What follows belongs to an exercise in optimizing a design on an open flow for small area and few clock cycles per item; a production flow would make more cautious choices.
Function was checked by simulation only, so behaviour that the tests miss may differ from the original.

**design/flow/config.mk**
```make
export PLATFORM = sky130hd
export DESIGN_NAME = aes128_key_expansion
export DESIGN_NICKNAME = aes128_key_expansion
export VERILOG_FILES = /design/flow/design.v
export SDC_FILE = /design/flow/constraint.sdc
export NUM_CORES = 4
export LEC_CHECK = 0
export CAP_MARGIN = 10
export CORE_MARGIN = 2
export CORE_UTILIZATION = 40
export CTS_BUF_LIST = sky130_fd_sc_hd__clkbuf_4 sky130_fd_sc_hd__clkbuf_8
export SLEW_MARGIN = 10
```
**design/flow/constraint.sdc**
```tcl
create_clock -name core_clock -period 5.3 [get_ports {clock}]
set_input_delay 1.0600 -clock core_clock [delete_from_list [all_inputs] [get_ports {clock}]]
set_output_delay 1.0600 -clock core_clock [all_outputs]
set_load 0.01 [all_outputs]
```
**design/flow/design.v**
```verilog
`timescale 1ns / 1ps
`default_nettype none
package aesk_pkg;
   localparam int unsigned KEY_WIDTH   = 128;
   localparam int unsigned ROUND_WIDTH = 4;
   localparam int unsigned RSP_WIDTH   = 136;
   localparam int unsigned RSP_PAD     = RSP_WIDTH - ROUND_WIDTH - KEY_WIDTH;
   localparam logic [ROUND_WIDTH-1:0] LAST_ROUND = 4'd10;
endpackage
`default_nettype wire
`timescale 1ns / 1ps
`default_nettype none
module aesk_sbox (
   input  wire logic [7:0] data_in,
   output logic      [7:0] data_out
);
   logic U0, U1, U2, U3, U4, U5, U6, U7;
   logic T1, T2, T3, T4, T5, T6, T7, T8, T9, T10;
   logic T11, T12, T13, T14, T15, T16, T17, T18, T19, T20;
   logic T21, T22, T23, T24, T25, T26, T27, M1, M2, M3;
   logic M4, M5, M6, M7, M8, M9, M10, M11, M12, M13;
   logic M14, M15, M16, M17, M18, M19, M20, M21, M22, M23;
   logic M24, M25, M26, M27, M28, M29, M30, M31, M32, M33;
   logic M34, M35, M36, M37, M38, M39, M40, M41, M42, M43;
   logic M44, M45, M46, M47, M48, M49, M50, M51, M52, M53;
   logic M54, M55, M56, M57, M58, M59, M60, M61, M62, M63;
   logic L0, L1, L2, L3, L4, L5, L6, L7, L8, L9;
   logic L10, L11, L12, L13, L14, L15, L16, L17, L18, L19;
   logic L20, L21, L22, L23, L24, L25, L26, L27, L28, L29;
   logic S0, S1, S2, S3, S4, S5, S6, S7;
   assign {U0, U1, U2, U3, U4, U5, U6, U7} = data_in;
   assign T1 = U0 ^ U3;
   assign T2 = U0 ^ U5;
   assign T3 = U0 ^ U6;
   assign T4 = U3 ^ U5;
   assign T5 = U4 ^ U6;
   assign T6 = T1 ^ T5;
   assign T7 = U1 ^ U2;
   assign T8 = U7 ^ T6;
   assign T9 = U7 ^ T7;
   assign T10 = T6 ^ T7;
   assign T11 = U1 ^ U5;
   assign T12 = U2 ^ U5;
   assign T13 = T3 ^ T4;
   assign T14 = T6 ^ T11;
   assign T15 = T5 ^ T11;
   assign T16 = T5 ^ T12;
   assign T17 = T9 ^ T16;
   assign T18 = U3 ^ U7;
   assign T19 = T7 ^ T18;
   assign T20 = T1 ^ T19;
   assign T21 = U6 ^ U7;
   assign T22 = T7 ^ T21;
   assign T23 = T2 ^ T22;
   assign T24 = T2 ^ T10;
   assign T25 = T20 ^ T17;
   assign T26 = T3 ^ T16;
   assign T27 = T1 ^ T12;
   assign M1 = T13 & T6;
   assign M2 = T23 & T8;
   assign M3 = T14 ^ M1;
   assign M4 = T19 & U7;
   assign M5 = M4 ^ M1;
   assign M6 = T3 & T16;
   assign M7 = T22 & T9;
   assign M8 = T26 ^ M6;
   assign M9 = T20 & T17;
   assign M10 = M9 ^ M6;
   assign M11 = T1 & T15;
   assign M12 = T4 & T27;
   assign M13 = M12 ^ M11;
   assign M14 = T2 & T10;
   assign M15 = M14 ^ M11;
   assign M16 = M3 ^ M2;
   assign M17 = M5 ^ T24;
   assign M18 = M8 ^ M7;
   assign M19 = M10 ^ M15;
   assign M20 = M16 ^ M13;
   assign M21 = M17 ^ M15;
   assign M22 = M18 ^ M13;
   assign M23 = M19 ^ T25;
   assign M24 = M22 ^ M23;
   assign M25 = M22 & M20;
   assign M26 = M21 ^ M25;
   assign M27 = M20 ^ M21;
   assign M28 = M23 ^ M25;
   assign M29 = M28 & M27;
   assign M30 = M26 & M24;
   assign M31 = M20 & M23;
   assign M32 = M27 & M31;
   assign M33 = M27 ^ M25;
   assign M34 = M21 & M22;
   assign M35 = M24 & M34;
   assign M36 = M24 ^ M25;
   assign M37 = M21 ^ M29;
   assign M38 = M32 ^ M33;
   assign M39 = M23 ^ M30;
   assign M40 = M35 ^ M36;
   assign M41 = M38 ^ M40;
   assign M42 = M37 ^ M39;
   assign M43 = M37 ^ M38;
   assign M44 = M39 ^ M40;
   assign M45 = M42 ^ M41;
   assign M46 = M44 & T6;
   assign M47 = M40 & T8;
   assign M48 = M39 & U7;
   assign M49 = M43 & T16;
   assign M50 = M38 & T9;
   assign M51 = M37 & T17;
   assign M52 = M42 & T15;
   assign M53 = M45 & T27;
   assign M54 = M41 & T10;
   assign M55 = M44 & T13;
   assign M56 = M40 & T23;
   assign M57 = M39 & T19;
   assign M58 = M43 & T3;
   assign M59 = M38 & T22;
   assign M60 = M37 & T20;
   assign M61 = M42 & T1;
   assign M62 = M45 & T4;
   assign M63 = M41 & T2;
   assign L0 = M61 ^ M62;
   assign L1 = M50 ^ M56;
   assign L2 = M46 ^ M48;
   assign L3 = M47 ^ M55;
   assign L4 = M54 ^ M58;
   assign L5 = M49 ^ M61;
   assign L6 = M62 ^ L5;
   assign L7 = M46 ^ L3;
   assign L8 = M51 ^ M59;
   assign L9 = M52 ^ M53;
   assign L10 = M53 ^ L4;
   assign L11 = M60 ^ L2;
   assign L12 = M48 ^ M51;
   assign L13 = M50 ^ L0;
   assign L14 = M52 ^ M61;
   assign L15 = M55 ^ L1;
   assign L16 = M56 ^ L0;
   assign L17 = M57 ^ L1;
   assign L18 = M58 ^ L8;
   assign L19 = M63 ^ L4;
   assign L20 = L0 ^ L1;
   assign L21 = L1 ^ L7;
   assign L22 = L3 ^ L12;
   assign L23 = L18 ^ L2;
   assign L24 = L15 ^ L9;
   assign L25 = L6 ^ L10;
   assign L26 = L7 ^ L9;
   assign L27 = L8 ^ L10;
   assign L28 = L11 ^ L14;
   assign L29 = L11 ^ L17;
   assign S0 = L6 ^ L24;
   assign S1 = ~(L16 ^ L26);
   assign S2 = ~(L19 ^ L28);
   assign S3 = L6 ^ L21;
   assign S4 = L20 ^ L22;
   assign S5 = L25 ^ L29;
   assign S6 = ~(L13 ^ L27);
   assign S7 = ~(L6 ^ L23);
   assign data_out = {S0, S1, S2, S3, S4, S5, S6, S7};
endmodule
`default_nettype wire
`timescale 1ns / 1ps
`default_nettype none
import aesk_pkg::*;
module aesk_ctrl (
   input  wire logic                              clock,
   input  wire logic                              reset,
   input  wire logic                              req_tvalid,
   output logic                                   req_tready,
   input  wire logic                              rsp_tready,
   output logic                                   rsp_tvalid,
   output logic                                   rsp_last,
   output logic [aesk_pkg::ROUND_WIDTH-1:0]       round,
   output logic                                   load_key,
   output logic                                   advance
);
   logic                   valid_ff;
   logic [ROUND_WIDTH-1:0] round_ff;
   logic                   last_taken;
   assign rsp_last   = round_ff[3] & round_ff[1];
   assign last_taken = rsp_tready & rsp_last;
   assign req_tready = !valid_ff || last_taken;
   assign load_key   = req_tvalid && req_tready;
   assign advance    = valid_ff && rsp_tready && !rsp_last;
   always_ff @(posedge clock) begin
      if (reset) begin
         valid_ff <= 1'b0;
      end else if (load_key) begin
         valid_ff <= 1'b1;
      end else if (last_taken) begin
         valid_ff <= 1'b0;
      end
   end
   always_ff @(posedge clock) begin
      if (load_key) begin
         round_ff <= '0;
      end else if (advance) begin
         round_ff <= round_ff + 4'd1;
      end
   end
   assign rsp_tvalid = valid_ff;
   assign round      = round_ff;
endmodule
`default_nettype wire
`timescale 1ns / 1ps
`default_nettype none
import aesk_pkg::*;
module aesk_datapath (
   input  wire logic                              clock,
   input  wire logic                              load_key,
   input  wire logic                              advance,
   input  wire logic [aesk_pkg::ROUND_WIDTH-1:0]  round,
   input  wire logic [aesk_pkg::KEY_WIDTH-1:0]    key_in,
   output logic      [aesk_pkg::KEY_WIDTH-1:0]    key_out
);
   logic [KEY_WIDTH-1:0] work_ff;
   logic [31:0]          sub_word;
   logic [7:0]           round_const;
   logic [31:0]          temp_word;
   logic [31:0]          w0_next;
   logic [31:0]          w1_next;
   logic [31:0]          w2_next;
   logic [31:0]          w3_next;
   aesk_sbox u_sbox3 (.data_in(work_ff[23:16]), .data_out(sub_word[31:24]));
   aesk_sbox u_sbox2 (.data_in(work_ff[15:8]),  .data_out(sub_word[23:16]));
   aesk_sbox u_sbox1 (.data_in(work_ff[7:0]),   .data_out(sub_word[15:8]));
   aesk_sbox u_sbox0 (.data_in(work_ff[31:24]), .data_out(sub_word[7:0]));
   logic [7:0] low_hot;
   logic       r8;
   logic       r9;
   assign low_hot = {7'd0, !round[3]} << round[2:0];
   assign r8      = round[3] & !round[0];
   assign r9      = round[3] & round[0];
   assign round_const = {low_hot[7], low_hot[6], low_hot[5] | r9, low_hot[4] | round[3],
                         low_hot[3] | r8, low_hot[2] | r9, low_hot[1] | round[3],
                         low_hot[0] | r8};
   assign temp_word = sub_word ^ {round_const, 24'h000000};
   assign w0_next   = work_ff[127:96] ^ temp_word;
   assign w1_next   = work_ff[95:64] ^ w0_next;
   assign w2_next   = work_ff[63:32] ^ w1_next;
   assign w3_next   = work_ff[31:0] ^ w2_next;
   logic hold;
   assign hold = !(load_key || advance);
   always_ff @(posedge clock) begin
      work_ff <= ({KEY_WIDTH{load_key}} & key_in)
               | ({KEY_WIDTH{advance}} & {w0_next, w1_next, w2_next, w3_next})
               | ({KEY_WIDTH{hold}} & work_ff);
   end
   assign key_out = work_ff;
endmodule
`default_nettype wire
`timescale 1ns / 1ps
`default_nettype none
import aesk_pkg::*;
module aes128_key_expansion (
   input  wire logic         clock,
   input  wire logic         reset,
   input  wire logic         req_tvalid,
   output logic              req_tready,
   input  wire logic [127:0] req_tdata,
   output logic              rsp_tvalid,
   input  wire logic         rsp_tready,
   output logic [135:0]      rsp_tdata,
   output logic              rsp_tlast
);
   logic [ROUND_WIDTH-1:0] rsp_round;
   logic [KEY_WIDTH-1:0]   rsp_key;
   logic                   load_key;
   logic                   advance;
   aesk_ctrl u_ctrl (
      .clock      (clock),
      .reset      (reset),
      .req_tvalid (req_tvalid),
      .req_tready (req_tready),
      .rsp_tready (rsp_tready),
      .rsp_tvalid (rsp_tvalid),
      .rsp_last   (rsp_tlast),
      .round      (rsp_round),
      .load_key   (load_key),
      .advance    (advance)
   );
   aesk_datapath u_datapath (
      .clock    (clock),
      .load_key (load_key),
      .advance  (advance),
      .round    (rsp_round),
      .key_in   ({req_tdata[63:0], req_tdata[127:64]}),
      .key_out  (rsp_key)
   );
   assign rsp_tdata = {{RSP_PAD{1'b0}}, rsp_key[63:0], rsp_key[127:64], rsp_round};
endmodule
`default_nettype wire
```
**design/flow/flow/run.sh**
```bash
#!/bin/bash
# Own flow: the standard layout with two changes:
#  - synthesis: the abc technology-mapping step uses flow/abc_area_nf.script
#    instead of ORFS's speed script (front end, flip-flop mapping, flatten and
#    rename are the standard ones);
#  - placement: every port still gets a buffer, but buffer_ports uses the
#    1x buffer (sky130_fd_sc_hd__buf_1) rather than the cell it picks itself;
#  - clock tree: larger sink clusters and no dummy balancing loads.
set -euo pipefail
W=$PWD
cat flow/abc_override.tcl synth_recipe.tcl > my_synth.tcl
sed "s#$W/synth_recipe.tcl#$W/my_synth.tcl#g" standard.sh > my_standard.sh
grep -q my_synth.tcl my_standard.sh
export MY_ABC_SCRIPT=$W/flow/abc_area_nf.script
export BUFFER_PORTS_ARGS="-buffer_cell sky130_fd_sc_hd__buf_1"
export CTS_ARGS="-sink_clustering_enable -repair_clock_nets -dont_use_dummy_load -sink_clustering_size 30 -sink_clustering_max_diameter 80 -buf_list {sky130_fd_sc_hd__clkbuf_4 sky130_fd_sc_hd__clkbuf_8}"
bash my_standard.sh synth > synth.log 2>&1
bash my_standard.sh finish > layout.log 2>&1
```
**design/flow/flow/abc_area_nf.script**
```
strash
&get -n
&dch -f
&nf -p -R 20
&put
```
**design/flow/flow/abc_override.tcl**
```tcl
# Prepended to synth_recipe.tcl: every liberty-mapping abc call uses an
# area-oriented mapping script (structural choices, then &nf area recovery)
# in place of ORFS's speed script. Registers are untouched (no -dff).
proc abc {args} {
  set i [lsearch -exact $args -script]
  if {$i >= 0} {
    set args [lreplace $args $i [expr {$i + 1}] -script $::env(MY_ABC_SCRIPT)]
  }
  yosys abc {*}$args
}
```
**design/flow/standard.sh**
```bash
#!/bin/bash
# synth_recipe.tcl (not shown) runs the flow's synth.tcl, then flattens the netlist and writes it again
# the make line also repeats each setting of config.mk as NAME=value (left out here)
make -C /OpenROAD-flow-scripts/flow DESIGN_CONFIG=/design/flow/config.mk WORK_HOME=/design/flow/orfs CLKGATE_MAP_FILE= SYNTH_SCRIPT=/design/flow/synth_recipe.tcl "${@:-finish}"
```
==> load_flow_metrics.sql, run 1 <==
INSERT INTO impl_metrics (metric_group, metric, value, unit) VALUES
('clocking', 'ctsHtreeMaxLevel', '4', ''),
('synth', 'async_reset_ff_share', '0', '%'),
('floorplan', 'die_height', '159.1', 'um'),
('grt', 'gr-usage-all-layers', '22.56', '%'),
('sta', 'timing.fmax', '0.2022', 'GHz'),
('worst_setup_path', 'setup_crit_start', 'u_datapath.work_ff[27]$_DFF_P_', ''),
('layout', 'flow.area_growth_from_synthesis', '24.14', '%'),
('floorplan', 'fp.dieArea', '25310', 'um^2'),
('floorplan', 'initial_core_util', '40.86', '%'),
('clocking', 'cts_buffer_depth', '2', ''),
('drt', 'drt_iter0_drc', '580', ''),
('worst_setup_path', 'critical_path.reg2reg.endpoint', 'u_datapath.work_ff[2]$_DFF_P_', ''),
('placed_design', 'detailedPlacementHpwl', '22.59', 'mm'),
('drt', 'drt_wl_total', '29.47', 'mm'),
('sta', 'finalClockSkew', '31.94', 'ps'),
('clocking', 'worstSkewPairLatency', '450', 'ps'),
('drt', 'drt_pre_antenna_iters', '5', ''),
('worst_setup_path', 'crit_chain', 'xor2_2 > xor2_1 > xnor2_1 > ha_1 > xnor3_1 > xnor2_2 > o21ai_0 > xnor2_1 > buf_4 > nor2_1 > a21oi_1 > nand2_1 > xor2_1 > xnor2_1 > xnor3_1 > xnor3_1 > xor2_1 > xor2_1 > xnor2_1 > o21ai_0', ''),
('worst_hold_path', 'hold_path.class', 'reg2reg', ''),
('worst_setup_path', 'timing.critical_path.to', 'u_datapath.work_ff[2]$_DFF_P_', ''),
('floorplan', 'num_io_pins', '271', ''),
('layout', 'most_common_library_cell_in_the_layout_ignoring_fill_and_taps', 'xnor2_1', ''),
('worst_setup_path', 'regToRegStartpoint', 'u_datapath.work_ff[27]$_DFF_P_', ''),
('synth', 'number_of_warning_messages_in_the_yosys_log', '2', ''),
('floorplan', 'core', '23540', 'um^2'),
('sta', 'maxSlewHeadroom', '43.03', '%'),
('grt', 'antenna_violations_before_repair', '4', ''),
('synth', 'yosysTopAreaCell', 'dfxtp_1', ''),
('outcome', 'status', 'no timing/DRC/antenna violations', ''),
('sta', 'setup_violations', '0', ''),
('worst_setup_path', 'cp-start-kind', 'flop', ''),
('synth', 'ys_seq_elements', '133', ''),
('floorplan', 'rows', '56', ''),
('worst_setup_path', 'critical_path.top_delay_family', 'XOR/XNOR gates', ''),
('grt', 'grt_first_pass_wirelength', '45.68', 'mm'),
('layout', 'post-route-util', '50.73', '%'),
('grt', 'first_global_vias', '8570', ''),
('worst_setup_path', 'arrival', '5230', 'ps'),
('synth', 'ys_seq_area_share', '27.68', '%'),
('worst_setup_path', 'worstSetupPathDepth', '20', ''),
('worst_setup_path', 'crit_path_top_delay_cell', 'dfxtp_1', ''),
('clocking', 'cts_tree', 'built', ''),
('drt', 'post-route-drc-count', '0', ''),
('sta', 'layout_min_cycle_time', '4946', 'ps'),
('drt', 'route.vias.total', '8899', ''),
('clocking', 'tritoncts.num_buffers', '17', ''),
('placed_design', 'routability_cong', '0.9189', ''),
('drt', 'route.antenna.remaining_nets', '0', ''),
('synth', 'synth_area_leaders', 'dfxtp_1, xnor2_1, xor2_1', ''),
('sta', 'final_hold_viol_count', '0', ''),
('worst_setup_path', 'delay_contributed_by_the_slowest_stage_of_the_critical_path', '460', 'ps'),
('worst_setup_path', 'timing.critical_path.buf_inv', '1', ''),
('sta', 'worst_pin_slew', '854.6', 'ps'),
('drt', 'route.detailed.vias_per_inst', '5.039', ''),
('synth', 'synth-edff-count', '0', ''),
('run', 'cap_viol_max_count', '0', ''),
('synth', 'yosys_top_cell_area_share', '27.68', '%'),
('sta', 'period_share', '93.32', '%'),
('worst_setup_path', 'critical_path_class', 'reg2reg', ''),
('synth', 'netlist_instances', '1101', ''),
('synth', 'avgSynthCellArea', '8.738', 'um^2'),
('grt', 'grt.overflow.total', '0', ''),
('worst_setup_path', 'worst-r2r-cell-count', '20', ''),
('sta', 'report.final.slew_viol_count', '0', '');
[synth_stat cells, types with 2 or more instances]
| library cell | count |
|---|---|
| a21oi_1 | 14 |
| a22oi_1 | 128 |
| and2_0 | 7 |
| buf_4 | 4 |
| dfxtp_1 | 133 |
| ha_1 | 9 |
| nand2_1 | 169 |
| nand2b_1 | 22 |
| nand3_1 | 2 |
| nor2_1 | 51 |
| nor2b_1 | 13 |
| nor3_1 | 4 |
| o211ai_1 | 3 |
| o21a_1 | 2 |
| o21ai_0 | 83 |
| o21bai_1 | 2 |
| o221ai_1 | 2 |
| o22ai_1 | 2 |
| or2_0 | 2 |
| or3_1 | 2 |
| xnor2_1 | 298 |
| xnor3_1 | 13 |
| xor2_1 | 126 |
| xor3_1 | 4 |
[stage by stage]
step                instances  setup slack [ps]  cell area [um^2]
global route             1764            -44.73             11940
CTS                      1759             19.67             11720
detailed placement       1742             63.20             11480
finish                   1766             353.9             11940
floorplan                1104            -696.4              9661
global placement         1742             229.1             11480
[per-layer routing]
| layer | part of all wire, % | wire, um | up-vias | track usage (%) |
|---|---|---|---|---|
| met1 | 47 | 13860 | 4193 | 30.28 |
| met5 | 0.071 | 21 | - | 0 |
| met4 | 2.1 | 624 | 4 | 7.645 |
| met2 | 46 | 13440 | 232 | 36.42 |
| met3 | 5.2 | 1518 | 38 | 4.324 |
| li1 | - | - | 4432 | - |
[timing repair]
| item | 4_1_cts | 5_1_grt |
|---|---|---|
| resized for setup | 0 | 29 |
| hold buffers | 0 | 0 |
| endpoints found under the setup margin | 0 | 37 |
| buffers inserted | 0 | 5 |
| endpoints found under the hold margin | 0 | 0 |
[area by class of cell]
cell class                 instances  area (um^2)
multi-input combinational        966         7158
clock buffer                      17        234.0
tap                              319        399.1
inverter                           1        3.754
timing repair buffer             328         1476
fill                            2391        11600
antenna                            2        5.005
sequential                       133         2666
[registers in the layout (all words and copies together), names as in the netlist]
name	cells
u_datapath.work_ff	128
u_ctrl.round_ff	4
u_ctrl.valid_ff	1
[worst min-delay path by stage]
stage                                        start                             end  slack, ps  cells after the start
finish              u_datapath.work_ff[80]$_DFF_P_  u_datapath.work_ff[80]$_DFF_P_        480                      2
global route        u_datapath.work_ff[76]$_DFF_P_  u_datapath.work_ff[76]$_DFF_P_        490                      2
CTS                 u_datapath.work_ff[80]$_DFF_P_  u_datapath.work_ff[80]$_DFF_P_        480                      2
detailed placement  u_datapath.work_ff[80]$_DFF_P_  u_datapath.work_ff[80]$_DFF_P_        470                      2
global placement    u_datapath.work_ff[56]$_DFF_P_  u_datapath.work_ff[56]$_DFF_P_        470                      2
floorplan           u_datapath.work_ff[98]$_DFF_P_  u_datapath.work_ff[98]$_DFF_P_        490                      2
[kinds of logic (layout without fill, tap and decap cells)]
group	after synthesis	count (layout)	synth area share [%]
compound gates	240	240	16.24
fa+ha+maj	9	9	1.171
buf+inv	5	346	0.3511
simple gates	272	272	11.89
other cells	1	6	0.03898
flops	133	133	27.68
xor+xnor	441	441	42.63
[worst register-to-register path, stage by stage (launching register included)]
cell and delay (ps):
dfxtp_1 460, xor2_2 230, xor2_1 250, xnor2_1 170, ha_1 260, xnor3_1 390
xnor2_2 260, o21ai_0 170, xnor2_1 260, buf_4 170, nor2_1 40, a21oi_1 160
nand2_1 140, xor2_1 310, xnor2_1 210, xnor3_1 270, xnor3_1 300, xor2_1 260
xor2_1 250, xnor2_1 140, o21ai_0 80
Testbench counts, summed over its fixed seeds: cycles 5,640, items 512.
==> run 2, diff against run 1 <==
--- a/design/flow/flow/run.sh
+++ b/design/flow/flow/run.sh
@@ -15,4 +15,4 @@
 export BUFFER_PORTS_ARGS="-buffer_cell sky130_fd_sc_hd__buf_1"
 export CTS_ARGS="-sink_clustering_enable -repair_clock_nets -dont_use_dummy_load -sink_clustering_size 30 -sink_clustering_max_diameter 80 -buf_list {sky130_fd_sc_hd__clkbuf_4 sky130_fd_sc_hd__clkbuf_8}"
 bash my_standard.sh synth > synth.log 2>&1
-bash my_standard.sh finish > layout.log 2>&1
+DONT_USE_CELLS="sky130_fd_sc_hd__buf_4" bash my_standard.sh finish > layout.log 2>&1
==> design/flow/flow/abc_area_nf.script (replaced) <==
strash
&get -n
&dch -f
&nf -p -R 50
&put
--- a/design/flow/config.mk
+++ b/design/flow/config.mk
@@ -5,8 +5,8 @@
 export SDC_FILE = /design/flow/constraint.sdc
 export NUM_CORES = 4
 export LEC_CHECK = 0
-export CAP_MARGIN = 10
+export CAP_MARGIN = 20
 export CORE_MARGIN = 2
 export CORE_UTILIZATION = 40
 export CTS_BUF_LIST = sky130_fd_sc_hd__clkbuf_4 sky130_fd_sc_hd__clkbuf_8
-export SLEW_MARGIN = 10
+export SLEW_MARGIN = 20
==> load_flow_metrics.sql, run 2 <==
INSERT INTO impl_metrics (metric_group, metric, value, unit) VALUES
('synth', 'postSynth.topFlopCell', 'dfxtp_1', ''),
('grt', 'grt_first_pass_wirelength', '42.59', 'mm'),
('worst_setup_path', 'crit_chain', 'xnor2_1 > xnor2_1 > xor2_1 > ha_1 > xnor2_1 > xnor2_1 > xnor2_2 > nor2b_4 > a211oi_1 > a31oi_2 > xnor2_1 > xor2_1 > nor2_2 > xor2_2 > xor2_2 > xnor2_1 > xnor2_1 > xnor2_1 > xnor2_1 > xor2_1 > xor2_1 > o21ai_0', ''),
('layout', 'num-nets-final', '1587', ''),
('layout', 'n_antenna_cell', '0', ''),
('layout', 'drive_gt1_share', '8.587', '%'),
('synth', 'synth_cell_type_count', '28', ''),
('layout', 'most_common_library_cell_in_the_layout_ignoring_fill_and_taps', 'xnor2_1', ''),
('worst_hold_path', 'timing.hold.worst_path_depth', '2', ''),
('sta', 'worst_pin_slew', '953.7', 'ps'),
('grt', 'largest_net_degree_at_the_start_of_global_routing', '71', ''),
('floorplan', 'fp.dieArea', '24750', 'um^2'),
('placed_design', 'routability_cong', '0.9119', ''),
('clocking', 'clock_transition_at_the_register_clock_pins_on_the_worst_setup_and_hold_paths_after_cts', '80', 'ps'),
('layout', 'regMostFlops', 'u_datapath.work_ff', ''),
('worst_setup_path', 'timing.critical_path.fanout_max', '5', ''),
('synth', 'number_of_warning_messages_in_the_yosys_log', '2', ''),
('sta', 'fin_hold_ws', '479.5', 'ps'),
('placed_design', 'post-place-cells', '1740', ''),
('synth', 'yosys.cell_count.top_type', 'xnor2_1', ''),
('layout', 'largest_register_ffs', '128', ''),
('sta', 'report.final.slew_viol_count', '0', ''),
('clocking', 'tritoncts.num_buffers', '17', ''),
('floorplan', 'core', '23260', 'um^2'),
('run', 'cap_viol_max_count', '0', ''),
('worst_setup_path', 'delay_contributed_by_the_slowest_stage_of_the_critical_path', '410', 'ps'),
('worst_setup_path', 'critical_path_class', 'reg2reg', ''),
('drt', 'drt_wl_total', '27.40', 'mm'),
('clocking', 'cts.hold.buffers_added', '0', ''),
('worst_setup_path', 'critPathMostFrequentCell', 'xnor2_1', ''),
('grt', 'grt.overflow.total', '0', ''),
('floorplan', 'die_width', '157.3', 'um'),
('sta', 'finalClockSkew', '29.49', 'ps'),
('layout', 'flow.area_growth_from_synthesis', '25.58', '%'),
('floorplan', 'num_io_pins', '271', ''),
('worst_setup_path', 'critical_path.top_delay_family', 'XOR/XNOR gates', ''),
('outcome', 'status', 'no timing/DRC/antenna violations', ''),
('worst_setup_path', 'worstSetupPathDepth', '22', ''),
('drt', 'route.detailed.vias_per_inst', '4.995', ''),
('worst_setup_path', 'crit_path_top_delay_cell', 'xnor2_1', ''),
('worst_setup_path', 'critical_path_required', '5550', 'ps'),
('layout', 'mostFrequentLayoutCells', 'xnor2_1, buf_1, nand2_1', ''),
('worst_setup_path', 'worst-r2r-cell-count', '22', ''),
('floorplan', 'initial_core_util', '40.42', '%'),
('drt', 'post-route-drc-count', '0', ''),
('drt', 'routed_wire_length_per_instance', '15.54', 'um'),
('worst_hold_path', 'hold_path.class', 'reg2reg', ''),
('sta', 'final_hold_viol_count', '0', ''),
('layout', 'post-route-util', '50.75', '%'),
('synth', 'ys_seq_area_share', '28.32', '%'),
('drt', 'drt_pre_antenna_iters', '5', ''),
('placed_design', 'detailedPlacementHpwl', '20.59', 'mm'),
('synth', 'synthesis.area', '9402', 'um^2'),
('synth', 'netlist_instances', '1104', ''),
('worst_setup_path', 'timing.critical_path.buf_inv', '0', ''),
('clocking', 'clk_root_buffer_cell', 'clkbuf_8', ''),
('layout', 'stdcell_count', '1763', ''),
('worst_setup_path', 'cp-start-kind', 'flop', ''),
('layout', 'layout_top_registers', 'u_datapath.work_ff x128, u_ctrl.round_ff x4, u_ctrl.valid_ff x1', ''),
('sta', 'layout_min_cycle_time', '5046', 'ps'),
('worst_setup_path', 'arrival', '5290', 'ps'),
('synth', 'yosys_top_cell_area_share', '28.60', '%'),
('placed_design', 'count_of_buffers_from_port_buffering', '266', ''),
('grt', 'antenna_violations_before_repair', '0', ''),
('sta', 'finalSetupTns', '0', 'ps'),
('clocking', 'cts_buffer_depth', '2', ''),
('clocking', 'ctsHtreeMaxLevel', '4', ''),
('clocking', 'cts_tree', 'built', ''),
('grt', 'first_global_vias', '8382', ''),
('sta', 'setup_violations', '0', ''),
('synth', 'async_reset_ff_share', '0', '%'),
('drt', 'drt_iter0_drc', '511', ''),
('synth', 'avgSynthCellArea', '8.516', 'um^2'),
('drt', 'route.antenna.remaining_nets', '0', ''),
('drt', 'route.vias.total', '8807', ''),
('synth', 'synth-edff-count', '0', ''),
('synth', 'ys_top_cells_by_count', 'xnor2_1, nand2_1, xor2_1', ''),
('floorplan', 'rows', '56', ''),
('synth', 'synth_area_leaders', 'xnor2_1, dfxtp_1, xor2_1', ''),
('clocking', 'worstSkewPairLatency', '430', 'ps'),
('synth', 'yosysTopAreaCell', 'xnor2_1', ''),
('sta', 'maxSlewHeadroom', '36.27', '%'),
('synth', 'ys_seq_elements', '133', ''),
('grt', 'gr-usage-all-layers', '21.43', '%'),
('worst_setup_path', 'crit_path_end_kind', 'flop', ''),
('sta', 'period_share', '95.21', '%'),
('clocking', 'clock_sinks', '133', ''),
('sta', 'timing.fmax', '0.1982', 'GHz'),
('floorplan', 'die_height', '157.3', 'um');
[run 2: cell count changes in the layout (fill, tap and decap cells not counted), moves of 3 or more]
cell / previous run / this run
buf_4: 61 / 57
nor2b_1: 13 / 9
xor2_1: 120 / 124
xnor3_1: 11 / 0
xnor2_1: 281 / 286
xnor2_2: 17 / 20
nand2_1: 167 / 171
a21oi_1: 14 / 9
o21ai_0: 83 / 89
xor2_2: 6 / 11
xor3_1: 4 / 1
[run 2: area by class of cell]
type / count / area, um^2
fillers: 2343 / 11460
multi-input cells: 969 / 7054
flip-flops and latches: 133 / 2669
repair buffers: 324 / 1446
well taps: 319 / 399.1
clock buffers: 17 / 234.0
inverters: 1 / 3.754
[run 2: per-layer routing]
| metal | part of all wire, % | track usage (%) |
|---|---|---|
| met4 | 1.0 | 4.199 |
| met1 | 46 | 29.05 |
| met2 | 47 | 35.66 |
| met5 | 0 | 0 |
| met3 | 5.3 | 4.020 |
[run 2: timing repair]
| item | in CTS | in global routing |
|---|---|---|
| pin swaps | 0 | 8 |
| setup buffers | 0 | 6 |
| resized for setup | 4 | 44 |
| endpoints found under the setup margin | 4 | 49 |
[run 2: final timing paths]
| path | slack [ps] | to | start |
|---|---|---|---|
| max | 250 | u_datapath.work_ff[18]$_DFF_P_ | u_datapath.work_ff[12]$_DFF_P_ |
| min | 480 | u_datapath.work_ff[56]$_DFF_P_ | u_datapath.work_ff[56]$_DFF_P_ |
| max reg2reg | 250 | u_datapath.work_ff[18]$_DFF_P_ | u_datapath.work_ff[12]$_DFF_P_ |
| min reg2reg | 480 | u_datapath.work_ff[56]$_DFF_P_ | u_datapath.work_ff[56]$_DFF_P_ |
[run 2: worst reg2reg max path, cell delays in order, from the launching register on]
cell	delay, ps
dfxtp_1	320
xnor2_1	410
xnor2_1	220
xor2_1	260
ha_1	280
xnor2_1	190
xnor2_1	120
xnor2_2	260
nor2b_4	90
a211oi_1	290
a31oi_2	120
xnor2_1	300
xor2_1	240
nor2_2	70
xor2_2	210
xor2_2	240
xnor2_1	180
xnor2_1	190
xnor2_1	200
xnor2_1	180
xor2_1	230
xor2_1	150
o21ai_0	100
[run 2: metrics by stage]
| stage | setup slack (ps) | cell area (um^2) |
|---|---|---|
| 6_report | 254.1 | 11810 |
| 5_1_grt | -33.66 | 11810 |
| 4_1_cts | 36.22 | 11490 |
| 3_5_place_dp | -79.98 | 11220 |
| 3_3_place_gp | 163.7 | 11220 |
| 2_1_floorplan | -703.1 | 9442 |
[run 2: cell families (layout without fill, tap and decap cells)]
kind of cell	after synthesis	after routing	share of synthesized area [%]
other	1	4	0.03989
xor gates and xnor gates	444	444	41.52
adders and majority gates	9	9	1.198
and+or+nand+nor	272	272	12.04
DFF	133	133	28.32
AOI/OAI and AO/OA	240	240	16.52
buffers and inverters	5	342	0.3593
==> run 3, diff against run 2 <==
--- a/design/flow/flow/run.sh
+++ b/design/flow/flow/run.sh
@@ -15,4 +15,4 @@
 export BUFFER_PORTS_ARGS="-buffer_cell sky130_fd_sc_hd__buf_1"
 export CTS_ARGS="-sink_clustering_enable -repair_clock_nets -dont_use_dummy_load -sink_clustering_size 30 -sink_clustering_max_diameter 80 -buf_list {sky130_fd_sc_hd__clkbuf_4 sky130_fd_sc_hd__clkbuf_8}"
 bash my_standard.sh synth > synth.log 2>&1
-DONT_USE_CELLS="sky130_fd_sc_hd__buf_4" bash my_standard.sh finish > layout.log 2>&1
+bash my_standard.sh finish > layout.log 2>&1
==> load_flow_metrics.sql, run 3 <==
INSERT INTO impl_metrics (metric_group, metric, value, unit) VALUES
('outcome', 'status', 'no timing/DRC/antenna violations', ''),
('synth', 'avgSynthCellArea', '8.516', 'um^2'),
('worst_setup_path', 'worst-r2r-cell-count', '22', ''),
('layout', 'most_common_library_cell_in_the_layout_ignoring_fill_and_taps', 'xnor2_1', ''),
('clocking', 'cts_tree', 'built', ''),
('floorplan', 'initial_core_util', '40.42', '%'),
('run', 'cap_viol_max_count', '0', ''),
('synth', 'yosys_top_cell_area_share', '28.60', '%'),
('worst_setup_path', 'crit_path_end_kind', 'flop', ''),
('grt', 'largest_net_degree_at_the_start_of_global_routing', '71', ''),
('synth', 'synth-edff-count', '0', ''),
('synth', 'number_of_warning_messages_in_the_yosys_log', '2', ''),
('worst_setup_path', 'arrival', '5290', 'ps'),
('worst_hold_path', 'hold-path-endpoint', 'u_datapath.work_ff[56]$_DFF_P_', ''),
('sta', 'layout_min_cycle_time', '5046', 'ps'),
('synth', 'synth_cell_type_count', '28', ''),
('sta', 'timing.fmax', '0.1982', 'GHz'),
('sta', 'maxSlewHeadroom', '36.27', '%'),
('worst_setup_path', 'critical_path.reg2reg.endpoint', 'u_datapath.work_ff[18]$_DFF_P_', ''),
('clocking', 'clk_root_buffer_cell', 'clkbuf_8', ''),
('layout', 'post-route-util', '50.75', '%'),
('layout', 'num-nets-final', '1587', ''),
('synth', 'synthesis.area', '9402', 'um^2'),
('layout', 'flow.area_growth_from_synthesis', '25.58', '%'),
('sta', 'final_hold_viol_count', '0', ''),
('clocking', 'tritoncts.num_buffers', '17', ''),
('worst_setup_path', 'critical_path_required', '5550', 'ps'),
('synth', 'ys_seq_area_share', '28.32', '%'),
('drt', 'route.detailed.vias_per_inst', '4.995', ''),
('synth', 'ys_seq_elements', '133', ''),
('layout', 'layout.filler_cells', '2343', ''),
('synth', 'yosysTopAreaCell', 'xnor2_1', ''),
('grt', 'grt.overflow.total', '0', ''),
('worst_setup_path', 'critical_path_class', 'reg2reg', ''),
('sta', 'worst_pin_slew', '953.7', 'ps'),
('placed_design', 'detailedPlacementHpwl', '20.59', 'mm'),
('drt', 'route.vias.total', '8807', ''),
('layout', 'drive_gt1_share', '8.587', '%'),
('layout', 'mostFrequentLayoutCells', 'xnor2_1, buf_1, nand2_1', ''),
('worst_setup_path', 'crit_path_top_delay_cell', 'xnor2_1', ''),
('worst_hold_path', 'timing.hold.worst_path_depth', '2', ''),
('floorplan', 'die_width', '157.3', 'um'),
('drt', 'drt_pre_antenna_iters', '5', ''),
('layout', 'regMostFlops', 'u_datapath.work_ff', ''),
('synth', 'netlist_instances', '1104', ''),
('layout', 'largest_register_ffs', '128', ''),
('grt', 'antenna_violations_before_repair', '0', ''),
('sta', 'setup_violations', '0', ''),
('sta', 'period_share', '95.21', '%'),
('drt', 'route.antenna.remaining_nets', '0', ''),
('floorplan', 'die_height', '157.3', 'um'),
('drt', 'post-route-drc-count', '0', ''),
('grt', 'gr-usage-all-layers', '21.43', '%'),
('worst_hold_path', 'min_from', 'u_datapath.work_ff[56]$_DFF_P_', ''),
('worst_setup_path', 'cp-start-kind', 'flop', ''),
('synth', 'postSynth.topFlopCell', 'dfxtp_1', ''),
('worst_setup_path', 'r2r_setup_slack', '250', 'ps'),
('synth', 'yosys.cell_count.top_type', 'xnor2_1', ''),
('worst_setup_path', 'critPathMostFrequentCell', 'xnor2_1', ''),
('synth', 'synth_area_leaders', 'xnor2_1, dfxtp_1, xor2_1', ''),
('worst_setup_path', 'timing.critical_path.fanout_max', '5', ''),
('floorplan', 'rows', '56', ''),
('worst_setup_path', 'delay_contributed_by_the_slowest_stage_of_the_critical_path', '410', 'ps'),
('layout', 'regArea', '2669', 'um^2'),
('clocking', 'clock_sinks', '133', ''),
('worst_setup_path', 'regToRegStartpoint', 'u_datapath.work_ff[12]$_DFF_P_', ''),
('layout', 'layout_top_registers', 'u_datapath.work_ff x128, u_ctrl.round_ff x4, u_ctrl.valid_ff x1', ''),
('synth', 'ys_top_cells_by_count', 'xnor2_1, nand2_1, xor2_1', ''),
('sta', 'finalSetupTns', '0', 'ps'),
('drt', 'routed_wire_length_per_instance', '15.54', 'um'),
('sta', 'report.final.slew_viol_count', '0', ''),
('drt', 'drt_wl_total', '27.40', 'mm'),
('sta', 'postLayoutSetupSlackWorst', '254.1', 'ps'),
('placed_design', 'routability_cong', '0.9119', ''),
('floorplan', 'num_io_pins', '271', ''),
('grt', 'grt_first_pass_wirelength', '42.59', 'mm'),
('clocking', 'cts_buffer_depth', '2', ''),
('placed_design', 'count_of_buffers_from_port_buffering', '266', ''),
('layout', 'n_antenna_cell', '0', ''),
('grt', 'first_global_vias', '8382', ''),
('sta', 'finalClockSkew', '29.49', 'ps'),
('clocking', 'worstSkewPairLatency', '430', 'ps'),
('clocking', 'ctsHtreeMaxLevel', '4', ''),
('drt', 'drt_iter0_drc', '511', ''),
('worst_setup_path', 'crit_chain', 'xnor2_1 > xnor2_1 > xor2_1 > ha_1 > xnor2_1 > xnor2_1 > xnor2_2 > nor2b_4 > a211oi_1 > a31oi_2 > xnor2_1 > xor2_1 > nor2_2 > xor2_2 > xor2_2 > xnor2_1 > xnor2_1 > xnor2_1 > xnor2_1 > xor2_1 > xor2_1 > o21ai_0', ''),
('clocking', 'cts.hold.buffers_added', '0', ''),
('clocking', 'clock_transition_at_the_register_clock_pins_on_the_worst_setup_and_hold_paths_after_cts', '80', 'ps'),
('layout', 'area_of_the_multi_input_gates', '7054', 'um^2'),
('floorplan', 'core', '23260', 'um^2'),
('floorplan', 'fp.dieArea', '24750', 'um^2'),
('placed_design', 'dp_worst_setup_slack', '-79.98', 'ps'),
('synth', 'async_reset_ff_share', '0', '%'),
('worst_hold_path', 'hold_path.class', 'reg2reg', '');
run 3: cell counts after synthesis:
No cell type changed its count.
run 3: cells by family (layout without fill, tap and decap cells):
family / after synthesis / count (layout) / share of synthesized area, %
AO/OA/AOI/OAI: 240 / 240 / 16.52
XOR/XNOR: 444 / 444 / 41.52
AND/OR/NAND/NOR: 272 / 272 / 12.04
flip-flops: 133 / 133 / 28.32
buffers and inverters: 5 / 342 / 0.3593
adder cells (fa/ha/maj): 9 / 9 / 1.198
other: 1 / 4 / 0.03989
run 3: per-layer routing:
layer	GRT usage, %	routed length, um
met4	4.199	284
met5	0	0
met2	35.66	13000
met3	4.020	1459
met1	29.05	12660
run 3: stage by stage:
stage / hold WS, ps / instance area [um^2] / std cells
after floorplan: 499.3 / 9442 / 1107
after global placement: 464.3 / 11220 / 1740
after detailed placement: 469.7 / 11220 / 1740
after CTS: 481.2 / 11490 / 1757
after global routing: 489.9 / 11810 / 1763
final: 479.5 / 11810 / 1763
run 3: area by class of cell:
| cell class | instances | area share [%] |
|---|---|---|
| clock buffers | 17 | 1.982 |
| flip-flops and latches | 133 | 22.60 |
| inverters | 1 | 0.03179 |
| well taps | 319 | 3.381 |
| multi-input cells | 969 | 59.75 |
| repair buffers | 324 | 12.25 |
run 3: timing repair:
item | 4_1_cts | 5_1_grt
gates resized for setup | 4 | 44
cloned | 0 | 0
buffers inserted | 0 | 6
endpoints found under the setup margin | 4 | 49
pin swaps | 0 | 8
run 3: worst max path at each step:
stage	start	to	slack, ps	cells after the start
CTS	u_datapath.work_ff[13]$_DFF_P_	u_datapath.work_ff[18]$_DFF_P_	40	23
floorplan	rsp_tready	u_datapath.work_ff[0]$_DFF_P_	-700	6
global route	u_datapath.work_ff[13]$_DFF_P_	u_datapath.work_ff[16]$_DFF_P_	-30	22
global placement	u_datapath.work_ff[29]$_DFF_P_	u_datapath.work_ff[2]$_DFF_P_	160	21
detailed placement	u_datapath.work_ff[29]$_DFF_P_	u_datapath.work_ff[2]$_DFF_P_	-80	20
finish	u_datapath.work_ff[12]$_DFF_P_	u_datapath.work_ff[18]$_DFF_P_	250	22
run 3: critical path, delay by kind of cell, from the launching register on:
kind / cells / cell delay, ps
AO/OA/AOI/OAI: 3 / 510
XOR/XNOR: 16 / 3580
adder cells (fa/ha/maj): 1 / 280
flip-flops: 1 / 320
AND/OR/NAND/NOR: 2 / 150
==> run 4, diff against run 3 <==
--- a/design/flow/flow/run.sh
+++ b/design/flow/flow/run.sh
@@ -15,4 +15,7 @@
 export BUFFER_PORTS_ARGS="-buffer_cell sky130_fd_sc_hd__buf_1"
 export CTS_ARGS="-sink_clustering_enable -repair_clock_nets -dont_use_dummy_load -sink_clustering_size 30 -sink_clustering_max_diameter 80 -buf_list {sky130_fd_sc_hd__clkbuf_4 sky130_fd_sc_hd__clkbuf_8}"
 bash my_standard.sh synth > synth.log 2>&1
+for step in FLOORPLAN GLOBAL_PLACE RESIZE REPAIR_TIMING_POST_PLACE DETAIL_PLACE CTS GLOBAL_ROUTE DETAIL_ROUTE; do
+  export PRE_${step}_TCL=$W/flow/no_buf4.tcl
+done
 bash my_standard.sh finish > layout.log 2>&1
==> design/flow/flow/no_buf4.tcl (new file) <==
# Keep the resizer from using the 4x buffer for its own buffering (port
# buffers are set separately); smaller buffers are still available.
set_dont_use sky130_fd_sc_hd__buf_4
==> load_flow_metrics.sql, run 4 <==
INSERT INTO impl_metrics (metric_group, metric, value, unit) VALUES
('outcome', 'status', 'no timing/DRC/antenna violations', ''),
('synth', 'async_reset_ff_share', '0', '%'),
('synth', 'ys_seq_area_share', '28.32', '%'),
('worst_hold_path', 'hold_path.class', 'reg2reg', ''),
('synth', 'yosys.cell_count.top_type', 'xnor2_1', ''),
('synth', 'avgSynthCellArea', '8.516', 'um^2'),
('grt', 'first_global_vias', '8126', ''),
('layout', 'most_common_library_cell_in_the_layout_ignoring_fill_and_taps', 'xnor2_1', ''),
('layout', 'regArea', '2666', 'um^2'),
('synth', 'synth_cell_type_count', '28', ''),
('worst_setup_path', 'critical_path_class', 'reg2reg', ''),
('layout', 'post-route-util', '50.29', '%'),
('clocking', 'cts.hold.buffers_added', '0', ''),
('drt', 'routed_wire_length_per_instance', '15.26', 'um'),
('clocking', 'cts_buffer_depth', '2', ''),
('clocking', 'ctsHtreeMaxLevel', '4', ''),
('layout', 'largest_register_ffs', '128', ''),
('floorplan', 'num_io_pins', '271', ''),
('placed_design', 'count_of_buffers_from_port_buffering', '266', ''),
('synth', 'yosysTopAreaCell', 'xnor2_1', '');
[run 4: cell counts after synthesis]
No cell type changed its count.
[run 4: repair_timing]
action | in CTS | in global routing
endpoints found under the setup margin | 5 | 65
resized for setup | 1 | 45
buffers inserted | 0 | 4
pin swaps | 0 | 8
endpoints found under the hold margin | 0 | 0
[run 4: metal layers]
| layer | vias to the layer above | GRT usage, % | wire [um] |
|---|---|---|---|
| met3 | 26 | 4.378 | 1399 |
| met1 | 4164 | 28.98 | 12560 |
| met4 | 0 | 4.545 | 316 |
| met2 | 249 | 34.14 | 12680 |
| li1 | 4419 | - | - |
| met5 | - | 0 | 0 |
[run 4: worst paths after layout]
check / start / endpoint / cells after the start
worst min register to register: u_datapath.work_ff[56]$_DFF_P_ / u_datapath.work_ff[56]$_DFF_P_ / 2
worst max-delay path: u_datapath.work_ff[29]$_DFF_P_ / u_datapath.work_ff[2]$_DFF_P_ / 23
worst max register to register: u_datapath.work_ff[29]$_DFF_P_ / u_datapath.work_ff[2]$_DFF_P_ / 23
worst min-delay path: u_datapath.work_ff[56]$_DFF_P_ / u_datapath.work_ff[56]$_DFF_P_ / 2
[run 4: through the flow]
stage | instances
global placement | 1745
CTS | 1762
floorplan | 1107
detailed placement | 1745
global route | 1766
finish | 1766
[run 4: layout make-up]
type / count / share of cell area, %
clock buffer: 17 / 2.000
inverter: 1 / 0.03209
multi-input combinational: 969 / 60.49
sequential: 133 / 22.79
tap: 319 / 3.412
timing repair buffer: 327 / 11.27
[run 4: critical path: stages, from the launching register on]
cell,delay (ps)
dfxtp_1,470
xor2_1,290
xnor2_1,240
buf_2,240
xor2_1,240
xnor2_1,180
nand2_1,90
xnor2_1,210
nand2b_1,110
xnor2_1,140
nand2_1,70
o21ai_0,200
xnor2_1,190
buf_2,160
xnor2_1,190
nand2_1,90
xor2_1,330
xor2_2,280
xor2_1,200
xnor2_1,180
xor2_1,250
xor2_1,270
xnor2_1,140
o21ai_0,80
[run 4: cell families after synthesis]
group,after synthesis,synth area share [%]
other cells,1,0.03989
flops,133,28.32
fa+ha+maj,9,1.198
compound gates,240,16.52
buf+inv,5,0.3593
xor+xnor,444,41.52
simple gates,272,12.04

==> re-timing with driven ports <==
No port has a modelled driver above. Below, the same layouts with a new extraction and two added sets of constraints.
Step 1 (the two cells are an assumption about what drives the block):
set clk [get_ports {clock}]
set_driving_cell -lib_cell sky130_fd_sc_hd__clkbuf_16 $clk
set_driving_cell -lib_cell sky130_fd_sc_hd__buf_2 [delete_from_list [all_inputs] $clk]
Step 2 adds t to the input delays and takes it off the output delays; t is the mean of the earliest and latest rising clock arrival at the registers after step 1. Input paths then give back, and output paths get back, about the clock's delay inside the block.
Slacks: ideal ports / drivers / drivers and shift; pairs: ideal ports / drivers.
run | t (ns) | slack for setup (ns) | worst setup path at the end
run 1 | 0.477 | 0.354 / 0.354 / 0.354 | register to register
run 2 | 0.463 | 0.254 / 0.254 / 0.254 | register to register
run 3 | 0.463 | 0.254 / 0.254 / 0.254 | register to register
run 4 | 0.481 | 0.302 / 0.302 / 0.302 | register to register
After both steps every run listed still meets setup and hold.
